Background: an optimization exercise with open tools, aiming at small area, a short achievable clock period and few clock cycles per item. Do not read the settings as production practice. In this exercise RTL edits were held to simulation tests only and were not proved equivalent to the original. Power and IR drop assume default switching activity.

**design/flow/constraint.sdc**
```tcl
create_clock -name core_clock -period 7.0 [get_ports {clk}]
set_input_delay 1.4000 -clock core_clock [delete_from_list [all_inputs] [get_ports {clk}]]
set_output_delay 1.4000 -clock core_clock [all_outputs]
set_load 0.01 [all_outputs]
```
**design/flow/run.sh**
```bash
#!/bin/bash
# synth_recipe.tcl (not shown) runs the flow's synth.tcl, then flattens the netlist and writes it again
# the make line also repeats each setting of config.mk as NAME=value (left out here)
make -C /OpenROAD-flow-scripts/flow DESIGN_CONFIG=/design/flow/config.mk WORK_HOME=/design/flow/orfs CLKGATE_MAP_FILE= SYNTH_SCRIPT=/design/flow/synth_recipe.tcl finish
```
**design/flow/design.v**
```verilog
`default_nettype none
package rbm_pkg;
    localparam int NUM_VISIBLE = 16;
    localparam int NUM_HIDDEN  = 16;
    localparam int DATA_W = 8;
    localparam int ACC_W  = 16;
    localparam int PROB_W = 16;
    localparam int ROW_W = 4;
    localparam int COL_W = 4;
    localparam logic [PROB_W-1:0] LFSR_SEED_BASE = 16'hACE1;
    typedef enum logic [1:0] {
        IDLE   = 2'd0,
        ACCUM  = 2'd1,
        FINISH = 2'd2
    } seq_state_e;
    typedef enum logic {
        WEIGHT = 1'b0,
        BIAS   = 1'b1
    } param_target_e;
    typedef struct packed {
        param_target_e            target;
        logic [ROW_W-1:0]         row;
        logic [COL_W-1:0]         col;
        logic signed [DATA_W-1:0] data;
    } param_write_t;
    typedef struct packed {
        logic clear;
        logic accumulate;
        logic hidden_bit;
        logic finish;
    } unit_ctrl_t;
    typedef struct packed {
        logic signed [DATA_W-1:0] weight;
        logic signed [DATA_W-1:0] bias;
    } unit_feed_t;
endpackage
`default_nettype wire
`timescale 1ns/100ps
`default_nettype none
module rbm_sequencer (
    input  wire                                             clk,
    input  wire                                             reset_n,
    input  wire                                             start,
    input  wire  [rbm_pkg::NUM_HIDDEN-1:0]                  hidden,
    input  wire                                             param_we,
    input  var   rbm_pkg::param_write_t                     param,
    output logic                                            busy,
    output rbm_pkg::unit_ctrl_t                             ctrl,
    output logic [rbm_pkg::NUM_VISIBLE*16-1:0]             feed
);
    localparam logic [rbm_pkg::COL_W-1:0] LAST_COL =
        rbm_pkg::COL_W'(rbm_pkg::NUM_HIDDEN - 1);
    localparam logic [rbm_pkg::COL_W-1:0] FINISH_END = rbm_pkg::COL_W'(1);
    rbm_pkg::seq_state_e state;
    logic [rbm_pkg::COL_W-1:0] col;
    logic [rbm_pkg::NUM_HIDDEN-1:0] hidden_r;
    logic [rbm_pkg::NUM_HIDDEN*rbm_pkg::DATA_W-1:0] weights [rbm_pkg::NUM_VISIBLE];
    logic signed [rbm_pkg::DATA_W-1:0] biases [rbm_pkg::NUM_VISIBLE];
    logic write_ok;
    assign write_ok = param_we && (state == rbm_pkg::IDLE);
    for (genvar r = 0; r < rbm_pkg::NUM_VISIBLE; r++) begin : g_row
        always_ff @(posedge clk or negedge reset_n) begin
            if (!reset_n) begin
                biases[r] <= '0;
            end else if (write_ok && param.target == rbm_pkg::BIAS &&
                         param.row == rbm_pkg::ROW_W'(r)) begin
                biases[r] <= param.data;
            end
        end
        for (genvar c = 0; c < rbm_pkg::NUM_HIDDEN; c++) begin : g_col
            always_ff @(posedge clk or negedge reset_n) begin
                if (!reset_n) begin
                    weights[r][c*rbm_pkg::DATA_W +: rbm_pkg::DATA_W] <= '0;
                end else if (write_ok && param.target == rbm_pkg::WEIGHT &&
                             param.row == rbm_pkg::ROW_W'(r) &&
                             param.col == rbm_pkg::COL_W'(c)) begin
                    weights[r][c*rbm_pkg::DATA_W +: rbm_pkg::DATA_W] <= param.data;
                end
            end
        end
    end
    always_ff @(posedge clk or negedge reset_n) begin
        if (!reset_n) begin
            state <= rbm_pkg::IDLE;
            col   <= '0;
        end else begin
            case (state)
                rbm_pkg::IDLE: begin
                    col <= '0;
                    if (start) begin
                        state <= rbm_pkg::ACCUM;
                    end
                end
                rbm_pkg::ACCUM: begin
                    col <= col + 1'b1;
                    if (col == LAST_COL) begin
                        state <= rbm_pkg::FINISH;
                    end
                end
                rbm_pkg::FINISH: begin
                    if (col == FINISH_END) begin
                        state <= rbm_pkg::IDLE;
                        col   <= '0;
                    end else begin
                        col <= col + 1'b1;
                    end
                end
                default: begin
                    state <= rbm_pkg::IDLE;
                    col   <= '0;
                end
            endcase
        end
    end
    always_ff @(posedge clk) begin
        if (state == rbm_pkg::IDLE && start) begin
            hidden_r <= hidden;
        end
    end
    assign busy = (state != rbm_pkg::IDLE);
    always_comb begin
        ctrl.clear      = (state == rbm_pkg::IDLE) && start;
        ctrl.accumulate = (state == rbm_pkg::ACCUM);
        ctrl.hidden_bit = hidden_r[col];
        ctrl.finish     = (state == rbm_pkg::FINISH) && (col == '0);
    end
    always_comb begin
        for (int k = 0; k < rbm_pkg::NUM_VISIBLE; k++) begin
            feed[k*16 +: 16] = {weights[k][col*rbm_pkg::DATA_W +: rbm_pkg::DATA_W], biases[k]};
        end
    end
endmodule
`default_nettype wire
`timescale 1ns/100ps
`default_nettype none
module visible_unit #(
    parameter int UNIT_INDEX = 0
) (
    input  wire                        clk,
    input  wire                        reset_n,
    input  var   rbm_pkg::unit_ctrl_t  ctrl,
    input  var   rbm_pkg::unit_feed_t  feed,
    output logic                       sample,
    output logic                       sample_valid
);
    localparam logic [rbm_pkg::PROB_W-1:0] SEED =
        rbm_pkg::LFSR_SEED_BASE ^ rbm_pkg::PROB_W'(UNIT_INDEX);
    localparam int EXT_W = rbm_pkg::ACC_W - rbm_pkg::DATA_W;
    logic signed [rbm_pkg::ACC_W-1:0]  acc;
    logic signed [rbm_pkg::ACC_W-1:0]  pre;
    logic signed [rbm_pkg::ACC_W-1:0]  weight_ext;
    logic signed [rbm_pkg::ACC_W-1:0]  bias_ext;
    logic signed [rbm_pkg::DATA_W-1:0] clamped;
    logic [rbm_pkg::DATA_W-1:0]        mag;
    logic [rbm_pkg::PROB_W-1:0]        f_pos;
    logic [rbm_pkg::PROB_W-1:0]        prob;
    logic [rbm_pkg::PROB_W-1:0]        sig;
    logic [rbm_pkg::PROB_W-1:0]        lfsr;
    logic                              lfsr_fb;
    logic                              pre_valid;
    logic                              sig_valid;
    assign weight_ext = {{EXT_W{feed.weight[rbm_pkg::DATA_W-1]}}, feed.weight};
    assign bias_ext   = {{EXT_W{feed.bias[rbm_pkg::DATA_W-1]}}, feed.bias};
    always_ff @(posedge clk) begin
        if (ctrl.clear) begin
            acc <= '0;
        end else if (ctrl.accumulate && ctrl.hidden_bit) begin
            acc <= acc + weight_ext;
        end
    end
    always_ff @(posedge clk) begin
        if (ctrl.finish) begin
            pre <= acc + bias_ext;
        end
    end
    always_comb begin
        if (pre > 16'sd127) begin
            clamped = 8'sh7f;
        end else if (pre < -16'sd128) begin
            clamped = 8'sh80;
        end else begin
            clamped = pre[rbm_pkg::DATA_W-1:0];
        end
    end
    assign mag = clamped[rbm_pkg::DATA_W-1] ? rbm_pkg::DATA_W'(-clamped)
                                            : rbm_pkg::DATA_W'(clamped);
    always_comb begin
        if (mag >= 8'd80) begin
            f_pos = 16'hffff;
        end else if (mag >= 8'd38) begin
            f_pos = {1'b0, mag, 7'b0} + 16'd55296;
        end else if (mag >= 8'd16) begin
            f_pos = {mag[6:0], 9'b0} + 16'd40960;
        end else begin
            f_pos = {mag[5:0], 10'b0} + 16'd32768;
        end
    end
    assign prob = clamped[rbm_pkg::DATA_W-1] ? (~f_pos + 16'd1) : f_pos;
    always_ff @(posedge clk) begin
        if (pre_valid) begin
            sig <= prob;
        end
    end
    assign lfsr_fb = lfsr[15] ^ lfsr[13] ^ lfsr[12] ^ lfsr[10];
    always_ff @(posedge clk or negedge reset_n) begin
        if (!reset_n) begin
            pre_valid    <= 1'b0;
            sig_valid    <= 1'b0;
            sample_valid <= 1'b0;
            sample       <= 1'b0;
            lfsr         <= SEED;
        end else begin
            pre_valid    <= ctrl.finish;
            sig_valid    <= pre_valid;
            sample_valid <= sig_valid;
            if (sig_valid) begin
                sample <= (sig > lfsr);
                lfsr   <= {lfsr[14:0], lfsr_fb};
            end
        end
    end
endmodule
`default_nettype wire
`timescale 1ns/100ps
`default_nettype none
module sample_collector (
    input  wire                               clk,
    input  wire                               reset_n,
    input  wire  [rbm_pkg::NUM_VISIBLE-1:0]   sample,
    input  wire  [rbm_pkg::NUM_VISIBLE-1:0]   sample_valid,
    output logic [rbm_pkg::NUM_VISIBLE-1:0]   visible,
    output logic                              done
);
    logic all_valid;
    assign all_valid = &sample_valid;
    always_ff @(posedge clk or negedge reset_n) begin
        if (!reset_n) begin
            visible <= '0;
            done    <= 1'b0;
        end else begin
            done <= all_valid;
            if (all_valid) begin
                visible <= sample;
            end
        end
    end
endmodule
`default_nettype wire
`timescale 1ns/100ps
`default_nettype none
module rbm_recon (
    input  wire                                clk,
    input  wire                                reset_n,
    input  wire                                start,
    input  wire  [rbm_pkg::NUM_HIDDEN-1:0]     hidden,
    input  wire                                param_we,
    input  wire  [16:0]                       param,
    output logic                               busy,
    output logic                               done,
    output logic [rbm_pkg::NUM_VISIBLE-1:0]    visible
);
    rbm_pkg::unit_ctrl_t                            ctrl;
    logic [rbm_pkg::NUM_VISIBLE*16-1:0] feed;
    logic [rbm_pkg::NUM_VISIBLE-1:0]                sample;
    logic [rbm_pkg::NUM_VISIBLE-1:0]                sample_valid;
    rbm_sequencer u_sequencer (
        .clk      (clk),
        .reset_n  (reset_n),
        .start    (start),
        .hidden   (hidden),
        .param_we (param_we),
        .param    (param),
        .busy     (busy),
        .ctrl     (ctrl),
        .feed     (feed)
    );
    for (genvar i = 0; i < rbm_pkg::NUM_VISIBLE; i++) begin : g_unit
        visible_unit #(
            .UNIT_INDEX (i)
        ) u_unit (
            .clk          (clk),
            .reset_n      (reset_n),
            .ctrl         (ctrl),
            .feed         (feed[i*16 +: 16]),
            .sample       (sample[i]),
            .sample_valid (sample_valid[i])
        );
    end
    sample_collector u_collector (
        .clk          (clk),
        .reset_n      (reset_n),
        .sample       (sample),
        .sample_valid (sample_valid),
        .visible      (visible),
        .done         (done)
    );
endmodule
`default_nettype wire
```
**design/flow/config.mk**
```make
export PLATFORM = sky130hd
export DESIGN_NAME = rbm_recon
export DESIGN_NICKNAME = rbm_recon
export VERILOG_FILES = /design/flow/design.v
export SDC_FILE = /design/flow/constraint.sdc
export NUM_CORES = 4
export LEC_CHECK = 0
export CAP_MARGIN = 20
export CORE_MARGIN = 2
export CORE_UTILIZATION = 40
export SLEW_MARGIN = 20
```
==> summary.txt <==
-- worst max path at each step --
stage | endpoint | depth (start not counted)
after global placement | g_unit[3].u_unit.acc[15] | 14
after global routing | g_unit[3].u_unit.acc[15] | 14
final | g_unit[3].u_unit.acc[15] | 14
after CTS | g_unit[3].u_unit.acc[15] | 14
after floorplan | g_unit[15].u_unit.acc[15] | 19
after detailed placement | g_unit[3].u_unit.acc[15] | 14
-- synthesized netlist by cell type (all sizes together), types with 216 or more instances --
cell type	count
clkbuf	590
mux2	2210
inv	635
nand2	1025
edfxtp	448
nand3	216
a21oi	630
ha	775
mux4	638
dfxtp	256
o21ai	672
dfrtp	2330
nor2	740
xnor2	384
-- power by group --
group | switching [W] | internal, W | leakage (nW)
combinational | 0.00803 | 0.00543 | 36.7
clock | 0.00768 | 0.0112 | 5.78
sequential | 0.00201 | 0.0218 | 40.0
total | 0.0177 | 0.0384 | 82.5
-- cell type report --
class,count,share of cell area [%]
clock inverter,137,0.8153
multi-input combinational,9573,44.49
sequential,3178,42.78
inverter,645,1.288
timing repair buffer,265,1.473
antenna,8,0.01061
clock buffer,492,5.385
tap,5663,3.757
-- metal layers --
layer	GRT usage, %	part of all wire [%]
met5	0	0.0031
met4	4.614	2.4
met3	2.273	4.1
met2	30.81	46
met1	28.12	48
-- worst max-delay path, stage by stage (launching register included) --
cell       delay [ps]
dfrtp_4          1080
buf_12            340
mux4_2            570
mux4_2            540
ha_1              300
a21o_1            160
a21o_1            210
a2111oi_0         850
o31ai_1           270
o41ai_1           650
o2111ai_1         250
a21o_1            230
xnor2_1           140
o211ai_1          180
o31ai_1            90
-- metrics by stage --
| step | hold slack (ps) | cells |
|---|---|---|
| final | 358.0 | 19960 |
| after global routing | 371.2 | 19960 |
| after CTS | 374.9 | 19950 |
| after detailed placement | 464.5 | 19320 |
| after global placement | 457.3 | 19320 |
| after floorplan | 351.9 | 14070 |
-- cells in the final DEF, fill, tap and decap left out, types with 44 or more instances in the layout --
cell | synthesis | routed
clkinv_2 | 0 | 62
inv_1 | 632 | 632
buf_4 | 0 | 162
a21oi_1 | 629 | 629
dfstp_2 | 144 | 144
nor2_1 | 739 | 736
o21ai_0 | 659 | 659
o211ai_1 | 61 | 61
a31oi_1 | 65 | 65
nand2_1 | 1025 | 1023
edfxtp_1 | 448 | 448
mux4_2 | 638 | 638
o21a_1 | 105 | 105
nand4_1 | 108 | 108
nor4_1 | 76 | 75
o41ai_1 | 52 | 52
mux2i_1 | 67 | 67
a21o_1 | 142 | 142
nor3_1 | 187 | 182
o31ai_1 | 100 | 100
clkbuf_16 | 0 | 359
dfrtp_1 | 2330 | 2323
a2111oi_0 | 44 | 44
nor2b_1 | 151 | 151
a21boi_0 | 54 | 54
or3_1 | 86 | 86
ha_1 | 775 | 775
clkbuf_1 | 590 | 65
and3_1 | 71 | 70
nand2b_1 | 93 | 93
a211oi_1 | 67 | 67
clkdlybuf4s50_1 | 0 | 45
xnor2_1 | 384 | 384
buf_12 | 0 | 47
clkbuf_8 | 0 | 67
mux2_2 | 2210 | 2210
dfxtp_1 | 256 | 256
xor2_1 | 91 | 91
nand3_1 | 216 | 211
-- sequential cells by signal, indices dropped and copies added, names as in the netlist --
register and flops:
u_sequencer.weights 2048, g_unit.u_unit.acc 256, g_unit.u_unit.lfsr 256, g_unit.u_unit.pre 256, g_unit.u_unit.sig 176, u_sequencer.biases 128
g_unit.u_unit.sample 16, u_collector.visible 16, u_sequencer.hidden_r 16, u_sequencer.col 4, u_sequencer.state 2, g_unit.u_unit.pre_valid 1
g_unit.u_unit.sig_valid 1, g_unit.u_unit.sample_valid 1, u_collector.done 1
-- kinds of logic after synthesis --
| kind of cell | Yosys count |
|---|---|
| DFF | 3178 |
| adders and majority gates | 808 |
| AOI/OAI and AO/OA | 2375 |
| muxes | 2915 |
| xor gates and xnor gates | 475 |
| buffers and inverters | 1321 |
| and+or+nand+nor | 3000 |
==> impl_metrics.ini <==
[status]
outcome = finished clean

[sta]
fmax_mhz = 161.2
hold_viol = 0
slew_violations = 0
worst_slew_pin_slew_ps = 1174
fin_skew_ps = 50.15
setup_tns_ps = 0
rsz0062_at_grt = false
setup_viol = 0
period_minus_slack_ps = 6204
finalWorstSetupSlack_ps = 795.6
slew_headroom_pct = 21.62
finalCritPeriodShare_pct = 88.63

[die]
io_pins = 55
core.rowCount = 239
coreArea_um2 = 422800
start_util_pct = 40.08
die-height_um = 654.9
fp.dieArea_um2 = 428900
die_w_um = 654.9

[detailed_routing]
drc = 0
dr.pass1.iters = 6
drtIter0Drc = 7581
wl_um = 419500
ant_nets = 0
vias = 110600
wl_per_cell_um = 21.02
vias_per_cell = 5.540

[synthesis]
yosysUniqueCellTypes = 111
synth_mux_area_share_pct = 23.56
ys.warnings.count = 20
synth_area_leaders = dfrtp_1 (34%), mux2_2 (15%), mux4_2 (8.5%)
synth_top_family_by_area = multiplexers
synth_ff_type = dfrtp_1
synth-adder-area-share_pct = 6.106
synth_xor_area_share_pct = 2.455
async_flop_share_pct = 77.85
synth.net_count = 14920
synth_edf_count = 448
synth-seq-cells = 3178
synthSimpleGateAreaFrac_pct = 8.414
synth_area_per_cell_um2 = 12.04
synthCells = 14070
synth_compound_area_share_pct = 8.921
yosysSeqAreaShare_pct = 47.60
netlist.area_leader.share_pct = 34.41
syn-cell-area_um2 = 169500
synth_top_cell_by_area = dfrtp_1

[final_layout]
seq_area_um2 = 80690
fin_area_um2 = 188600
nFillCells = 38550
utilization_pct = 44.61
syn_to_final_growth_pct = 11.30
multi_input_area_um2 = 83910
fin_nets = 14850
drive_above_1_share_pct = 27.34

[flow_run]
maxCapViolations = 0

[clock_network]
clk_latency_ps = 960
numCtsBuffers = 345
htree_levels = 5
cts_hold_buffers = 0
root_buffer = clkbuf_16
post_cts_resized = 0
cts.sinks = 3178
post_cts_buffers = 0
cts_buffer_depth = 4
clkTransAtPathRegs_ps = 70
cts_tree = yes

[placement]
place_congestion = 0.8337
portBuffers = 54
detailed_place_hpwl_um = 276100
place_area_um2 = 176900
place_ws_ps = 960.4

[critical_path]
crit_start = u_sequencer.col[0]
r2r-end = g_unit[3].u_unit.acc[15]
crit_type = flip-flop to flip-flop
reg2reg_slack_ps = 800
worstPathArrival_ps = 6990
r2r_start = u_sequencer.col[0]
required_ps = 7780
end_kind = flip-flop
start_kind = flip-flop
r2r_cells = 14
critPathMaxFanout = 38

[global_routing]
grt_pass1_vias = 109200
grt_max_degree = 237
grt_overflow = 0
grt_antenna_before_repair = 16
grt_pass1_wl_um = 658500
track_usage_pct = 19.33

[power]
ir_worst_vdd_mv = 0.2281
finalPower_w = 0.05607
cellLeakagePower_nw = 82.47
power.density_nw_per_um2 = 297.3

[hold_path]
hold_path_class = input port to async pin
Testbench counts, summed over its fixed seeds: cycles 19,488, items 1,024.

[static timing again, ports no longer ideal]
Ports are ideal in the flow. The routed layout listed here was re-timed in OpenROAD.
Step 1: set_driving_cell puts a clkbuf_16 on clk and a buf_2 on each other input, an assumption about the parent block.
Step 2 adds t to the input delays and takes it off the output delays; t is the mean of the earliest and latest rising clock arrival at the registers after step 1. Input paths then give back, and output paths get back, about the clock's delay inside the block.
a / b / c = ideal / step 1 / step 2; a / b = the first two.
shift t [ns]: 1.034
slack for setup (ns): 0.796 / 0.796 / 0.796
worst hold slack (ns): 0.358 / 0.343 / 0.466
worst setup path at the end: register to register
clock arrival spread, ns: 0.059 / 0.059
After both steps setup and hold are still met in this run. For this run, drivers alone change the setup slack by 0.000 ns; drivers and shift together by 0.000 ns.
